From an optimization exercise on the open Yosys and OpenROAD flow, aimed at small area; shortcuts taken in it are not production practice.
At most, simulation tests tie the RTL to the original design; equivalence was not proved.
Power is estimated from default activity; no workload was simulated.

==> inputs of branch nickel <==
==> flow/design.v <==
`timescale 1ns/1ps
module delay_increment_comparator #(
  parameter int DW_INTEGER  = 18,
  parameter int DW_FRACTION = 8,
  parameter int DW_DELAY    = 12,
  parameter int N_HALF      = 32
) (
  input  logic                                    clk,
  input  logic                                    rst,
  input  logic                                    configure,
  input  logic signed [DW_INTEGER+DW_FRACTION:0]  term_pos_n,
  input  logic signed [DW_INTEGER+DW_FRACTION:0]  term_neg_n,
  input  logic                                    term_ready,
  output logic                                    term_ack,
  output logic        [DW_DELAY-1:0]              delay_pos,
  output logic        [DW_DELAY-1:0]              delay_neg,
  output logic        [4:0]                       elem_idx,
  output logic        [15:0]                      point_idx,
  output logic                                    out_valid,
  input  logic                                    out_ready,
  output logic                                    overflow
);
  localparam int TW = DW_INTEGER + DW_FRACTION + 1;
  localparam int AW = TW + 2;
  localparam int EW = AW + DW_DELAY;    
  localparam logic [1:0] S_IDLE = 2'd0, S_CAPTURE = 2'd1, S_UPDATE = 2'd2, S_OUTPUT = 2'd3;
  logic [1:0]          state_q;
  logic                term_ack_q;
  logic                out_valid_q;
  logic                overflow_q;
  logic                ovf_pend_q;
  logic                first_q;
  logic [4:0]          elem_q;
  logic [15:0]         point_q;
  logic [EW-1:0]       ring_pos [N_HALF];
  logic [EW-1:0]       ring_neg [N_HALF-1];
  logic                take;
  logic                is_center;
  logic [EW-1:0]       new_pos, new_neg;
  logic                ovf_pos, ovf_neg;
  function automatic logic [EW:0] step(input logic [EW-1:0] cur,
                                       input logic [TW-1:0] term);
    logic [DW_DELAY-1:0]  cnt, cnt_nx;
    logic signed [AW-1:0] acc, s, th, th_nx, rem;
    cnt    = cur[EW-1:AW];
    acc    = cur[AW-1:0];
    s      = acc + $signed({{(AW-TW){term[TW-1]}}, term});
    th     = $signed({{(AW-DW_DELAY-1-DW_FRACTION){1'b0}}, cnt, 1'b1, {DW_FRACTION{1'b0}}});
    rem    = s - th;
    cnt_nx = cnt + DW_DELAY'(1);
    th_nx  = $signed({{(AW-DW_DELAY-1-DW_FRACTION){1'b0}}, cnt_nx, 1'b1, {DW_FRACTION{1'b0}}});
    if (s >= th) step = {(rem >= th_nx), cnt_nx, rem};
    else         step = {1'b0, cnt, s};
  endfunction
  assign take      = (state_q == S_CAPTURE) && term_ready && !rst && !configure;
  assign is_center = (elem_q == 5'd0);
  always_comb begin
    {ovf_pos, new_pos} = step(first_q ? '0 : ring_pos[0], term_pos_n);
    {ovf_neg, new_neg} = step(first_q ? '0 : ring_neg[0], term_neg_n);
  end
  always_ff @(posedge clk) begin
    if (take) begin
      for (int i = 0; i < N_HALF - 1; i++) ring_pos[i] <= ring_pos[i+1];
      ring_pos[N_HALF-1] <= new_pos;
    end
  end
  always_ff @(posedge clk) begin
    if (take && !is_center) begin
      for (int i = 0; i < N_HALF - 2; i++) ring_neg[i] <= ring_neg[i+1];
      ring_neg[N_HALF-2] <= new_neg;
    end
  end
  always_ff @(posedge clk) begin
    if (rst || configure) begin
      first_q <= 1'b1;
    end else if (take) begin
      ovf_pend_q <= ovf_pos | (~is_center & ovf_neg);
      if (elem_q == 5'(N_HALF - 1)) first_q <= 1'b0;
    end
  end
  always_ff @(posedge clk) begin
    if (rst || configure) begin
      state_q     <= rst ? S_IDLE : S_CAPTURE;
      term_ack_q  <= 1'b0;
      out_valid_q <= 1'b0;
      overflow_q  <= 1'b0;
      elem_q      <= '0;
      point_q     <= '0;
    end else begin
      case (state_q)
        S_IDLE: begin
          term_ack_q <= 1'b0;
        end
        S_CAPTURE: begin
          if (term_ready) begin
            term_ack_q <= 1'b1;
            state_q    <= S_UPDATE;
          end
        end
        S_UPDATE: begin
          term_ack_q  <= 1'b0;
          out_valid_q <= 1'b1;
          overflow_q  <= overflow_q | ovf_pend_q;
          state_q     <= S_OUTPUT;
        end
        default: begin
          if (out_ready) begin
            out_valid_q <= 1'b0;
            state_q     <= S_CAPTURE;
            if (elem_q == 5'(N_HALF - 1)) begin
              elem_q  <= '0;
              point_q <= point_q + 16'd1;
            end else begin
              elem_q  <= elem_q + 5'd1;
            end
          end
        end
      endcase
    end
  end
  assign term_ack  = term_ack_q;
  assign out_valid = out_valid_q;
  assign overflow  = overflow_q;
  assign delay_pos = ring_pos[N_HALF-1][EW-1:AW];
  assign delay_neg = is_center ? ring_pos[N_HALF-1][EW-1:AW] : ring_neg[N_HALF-2][EW-1:AW];
  assign elem_idx  = elem_q;
  assign point_idx = point_q;
endmodule
==> flow/run.sh <==
#!/bin/bash
# synth_recipe.tcl (not shown) runs the flow's synth.tcl, then flattens the netlist and writes it again
# the make line also repeats each setting of config.mk as NAME=value (left out here)
make -C /OpenROAD-flow-scripts/flow DESIGN_CONFIG=/design/flow/config.mk WORK_HOME=/design/flow/orfs CLKGATE_MAP_FILE= SYNTH_SCRIPT=/design/flow/synth_recipe.tcl finish
==> flow/config.mk <==
export PLATFORM = sky130hd
export DESIGN_NAME = delay_increment_comparator
export DESIGN_NICKNAME = delay_increment_comparator
export VERILOG_FILES = /design/flow/design.v
export SDC_FILE = /design/flow/constraint.sdc
export NUM_CORES = 4
export LEC_CHECK = 0
export CAP_MARGIN = 20
export CORE_MARGIN = 2
export CORE_UTILIZATION = 80
export CTS_CLUSTER_DIAMETER = 100
export CTS_CLUSTER_SIZE = 30
export PLACE_DENSITY = 0.85
export SLEW_MARGIN = 20
==> flow/constraint.sdc <==
create_clock -name core_clock -period 10.0 [get_ports {clk}]
set_input_delay 2.0000 -clock core_clock [delete_from_list [all_inputs] [get_ports {clk}]]
set_output_delay 2.0000 -clock core_clock [all_outputs]
set_load 0.01 [all_outputs]
==> branch raven: changes against branch nickel <==
--- a/flow/design.v
+++ b/flow/design.v
@@ -24,4 +24,5 @@
   localparam int AW = TW + 2;
   localparam int EW = AW + DW_DELAY;    
+  localparam int HW = AW - DW_FRACTION;
   localparam logic [1:0] S_IDLE = 2'd0, S_CAPTURE = 2'd1, S_UPDATE = 2'd2, S_OUTPUT = 2'd3;
   logic [1:0]          state_q;
@@ -29,5 +30,4 @@
   logic                out_valid_q;
   logic                overflow_q;
-  logic                ovf_pend_q;
   logic                first_q;
   logic [4:0]          elem_q;
@@ -37,36 +37,86 @@
   logic                take;
   logic                is_center;
-  logic [EW-1:0]       new_pos, new_neg;
+  logic [EW-1:0]       sum_pos, sum_neg;
+  logic [EW-1:0]       nrm_pos, nrm_neg;
   logic                ovf_pos, ovf_neg;
-  function automatic logic [EW:0] step(input logic [EW-1:0] cur,
-                                       input logic [TW-1:0] term);
-    logic [DW_DELAY-1:0]  cnt, cnt_nx;
-    logic signed [AW-1:0] acc, s, th, th_nx, rem;
-    cnt    = cur[EW-1:AW];
-    acc    = cur[AW-1:0];
-    s      = acc + $signed({{(AW-TW){term[TW-1]}}, term});
-    th     = $signed({{(AW-DW_DELAY-1-DW_FRACTION){1'b0}}, cnt, 1'b1, {DW_FRACTION{1'b0}}});
-    rem    = s - th;
-    cnt_nx = cnt + DW_DELAY'(1);
-    th_nx  = $signed({{(AW-DW_DELAY-1-DW_FRACTION){1'b0}}, cnt_nx, 1'b1, {DW_FRACTION{1'b0}}});
-    if (s >= th) step = {(rem >= th_nx), cnt_nx, rem};
-    else         step = {1'b0, cnt, s};
+  function automatic logic [AW:0] ripple(input logic [AW-1:0] a, input logic [AW-1:0] b,
+                                         input logic cin, input int w);
+    logic c;
+    ripple = '0;
+    c = cin;
+    for (int i = 0; i < w; i++) begin
+      ripple[i] = a[i] ^ b[i] ^ c;
+      c         = (a[i] & b[i]) | (c & (a[i] ^ b[i]));
+    end
+    ripple[w] = c;
+  endfunction
+  localparam int SPLIT = 17;
+  function automatic logic [EW-1:0] accum(input logic [EW-1:0] cur, input logic first,
+                                          input logic [TW-1:0] term);
+    logic [EW-1:0]       h;
+    logic [AW-1:0]       t, s;
+    logic [AW:0]         lo, up;
+    logic                p;
+    h  = first ? '0 : cur;
+    t  = {{(AW-TW){term[TW-1]}}, term};
+    lo = ripple(h[AW-1:0], t, 1'b0, SPLIT);
+    up = ripple(AW'(h[AW-1:SPLIT]), AW'(t[AW-1:SPLIT]), 1'b0, AW - SPLIT);
+    s[SPLIT-1:0] = lo[SPLIT-1:0];
+    p = lo[SPLIT];
+    for (int i = SPLIT; i < AW; i++) begin
+      s[i] = up[i-SPLIT] ^ p;
+      p    = p & up[i-SPLIT];
+    end
+    accum = {h[EW-1:AW], s};
+  endfunction
+  localparam int CW = DW_DELAY + 1;
+  function automatic logic [EW:0] settle(input logic [EW-1:0] cur);
+    logic [DW_DELAY-1:0]  cnt, cn, cnt_nx;
+    logic                 cwrap;
+    logic [HW-1:0]        hi, rem;
+    logic [AW:0]          d, o;
+    logic                 neg, big, ge, ov, b;
+    logic [DW_DELAY-1:0]  tq;
+    cnt   = cur[EW-1:AW];
+    hi    = cur[AW-1:DW_FRACTION];
+    neg   = hi[HW-1];
+    big   = |hi[HW-2:CW];
+    d     = ripple(AW'(hi[CW-1:1]), AW'(~cnt), hi[0], DW_DELAY);
+    ge    = ~neg & (big | d[DW_DELAY]);
+    b     = ~d[DW_DELAY];
+    rem   = '0;
+    rem[0] = ~hi[0];
+    rem[CW-1:1] = d[DW_DELAY-1:0];
+    for (int i = CW; i < HW; i++) begin
+      rem[i] = hi[i] ^ b;
+      b      = b & ~hi[i];
+    end
+    {cwrap, cn} = {1'b0, cnt} + 1'b1;
+    cnt_nx = ge ? cn : cnt;
+    tq    = {cn[DW_DELAY-1] | cwrap, cn[DW_DELAY-2:0]};
+    o     = ripple(AW'(hi[CW:2]), AW'(~tq), 1'b1, DW_DELAY);
+    ov    = ~neg & ((|hi[HW-2:CW+1]) | o[DW_DELAY]);
+    settle = {ge & ov, cnt_nx, ge ? rem : hi, cur[DW_FRACTION-1:0]};
   endfunction
   assign take      = (state_q == S_CAPTURE) && term_ready && !rst && !configure;
   assign is_center = (elem_q == 5'd0);
   always_comb begin
-    {ovf_pos, new_pos} = step(first_q ? '0 : ring_pos[0], term_pos_n);
-    {ovf_neg, new_neg} = step(first_q ? '0 : ring_neg[0], term_neg_n);
+    sum_pos            = accum(ring_pos[0], first_q, term_pos_n);
+    sum_neg            = accum(ring_neg[0], first_q, term_neg_n);
+    {ovf_pos, nrm_pos} = settle(ring_pos[N_HALF-1]);
+    {ovf_neg, nrm_neg} = settle(ring_neg[N_HALF-2]);
   end
   always_ff @(posedge clk) begin
     if (take) begin
-      for (int i = 0; i < N_HALF - 1; i++) ring_pos[i] <= ring_pos[i+1];
-      ring_pos[N_HALF-1] <= new_pos;
+      for (int i = 0; i < N_HALF - 2; i++) ring_pos[i] <= ring_pos[i+1];
+      ring_pos[N_HALF-2] <= nrm_pos;
+      ring_pos[N_HALF-1] <= sum_pos;
     end
   end
   always_ff @(posedge clk) begin
     if (take && !is_center) begin
-      for (int i = 0; i < N_HALF - 2; i++) ring_neg[i] <= ring_neg[i+1];
-      ring_neg[N_HALF-2] <= new_neg;
+      for (int i = 0; i < N_HALF - 3; i++) ring_neg[i] <= ring_neg[i+1];
+      ring_neg[N_HALF-3] <= nrm_neg;
+      ring_neg[N_HALF-2] <= sum_neg;
     end
   end
@@ -74,7 +124,6 @@
     if (rst || configure) begin
       first_q <= 1'b1;
-    end else if (take) begin
-      ovf_pend_q <= ovf_pos | (~is_center & ovf_neg);
-      if (elem_q == 5'(N_HALF - 1)) first_q <= 1'b0;
+    end else if (take && elem_q == 5'(N_HALF - 1)) begin
+      first_q <= 1'b0;
     end
   end
@@ -101,5 +150,5 @@
           term_ack_q  <= 1'b0;
           out_valid_q <= 1'b1;
-          overflow_q  <= overflow_q | ovf_pend_q;
+          overflow_q  <= overflow_q | ovf_pos | (~is_center & ovf_neg);
           state_q     <= S_OUTPUT;
         end
@@ -122,6 +171,6 @@
   assign out_valid = out_valid_q;
   assign overflow  = overflow_q;
-  assign delay_pos = ring_pos[N_HALF-1][EW-1:AW];
-  assign delay_neg = is_center ? ring_pos[N_HALF-1][EW-1:AW] : ring_neg[N_HALF-2][EW-1:AW];
+  assign delay_pos = nrm_pos[EW-1:AW];
+  assign delay_neg = is_center ? nrm_pos[EW-1:AW] : nrm_neg[EW-1:AW];
   assign elem_idx  = elem_q;
   assign point_idx = point_q;
Settings changed: CORE_UTILIZATION 80 to 70, CTS_CLUSTER_DIAMETER 100 to 80, PLACE_DENSITY 0.85 to 0.75.
==> impl_metrics.csv <==
group,metric,value,unit
status,outcome,"aborted with a tool error",
logic_synthesis,synthAdderAreaFrac,0.0180,
status,haltStage,"global routing (5_1_grt)",
logic_synthesis,synth.area.top_cells,"edfxtp_1, ha_1, xnor2_1",
floorplanning,die_w,332,µm
clock_network,post_cts_resized,0,
logic_synthesis,synth_top_area_frac,0.900,
global_routing,antenna_found_initial,15,
logic_synthesis,syn_area_per_cell,22.9,µm²
logic_synthesis,synth_nets,3941,
status,stop_error,"[ERROR DPL-0033] detailed placement checks failed during check placement.",
# the run above: branch nickel

==> impl_metrics.csv <==
group,metric,value,unit
global_routing,grt_first_pass_wirelength,179000,µm
timing,setup_viol,1,
clock_network,post_cts_resized,84,
status,outcome,"failed layout checks",
logic_synthesis,synth_nets,3532,
timing,setup_ws,-330,ps
floorplanning,die_w,350,µm
job,drv_cap,0,
status,so_faults,"negative setup slack",
critical_path,cp.required,10470,ps
power,pg_clk,4870,µW
logic_synthesis,synth.area.top_cells,"edfxtp_1, fa_1, ha_1",
logic_synthesis,syn_area_per_cell,25.2,µm²
logic_synthesis,synthAdderAreaFrac,0.0292,
# the run above: branch raven

For branch raven, only the layout was checked, not whether the RTL still works.

[static timing again, ports no longer ideal]
Ports are ideal in the flow. The routed layout listed here was re-timed in OpenROAD. Step 1 (the two cells are an assumption about what drives the block):
set clk [get_ports {clk}]
set_driving_cell -lib_cell sky130_fd_sc_hd__clkbuf_16 $clk
set_driving_cell -lib_cell sky130_fd_sc_hd__buf_2 [delete_from_list [all_inputs] $clk]
Step 2 moves the port delays by t, midway between the first and last clock arrival at a register: inputs arrive t later, outputs are due t later. That takes back most of the time a late clock gives input paths. Three values: ideal ports, drivers, drivers and shift; two values: the first two.
run: branch raven
shift t [ns]: 0.777
setup slack, ns: -0.330 / -0.298 / -1.075
latest minus earliest clock arrival (ns): 0.051 / 0.050
cell pins on the clock port's net: 1
The setup slack of branch raven moves by +0.032 ns with the drivers and by -0.745 ns with both steps.
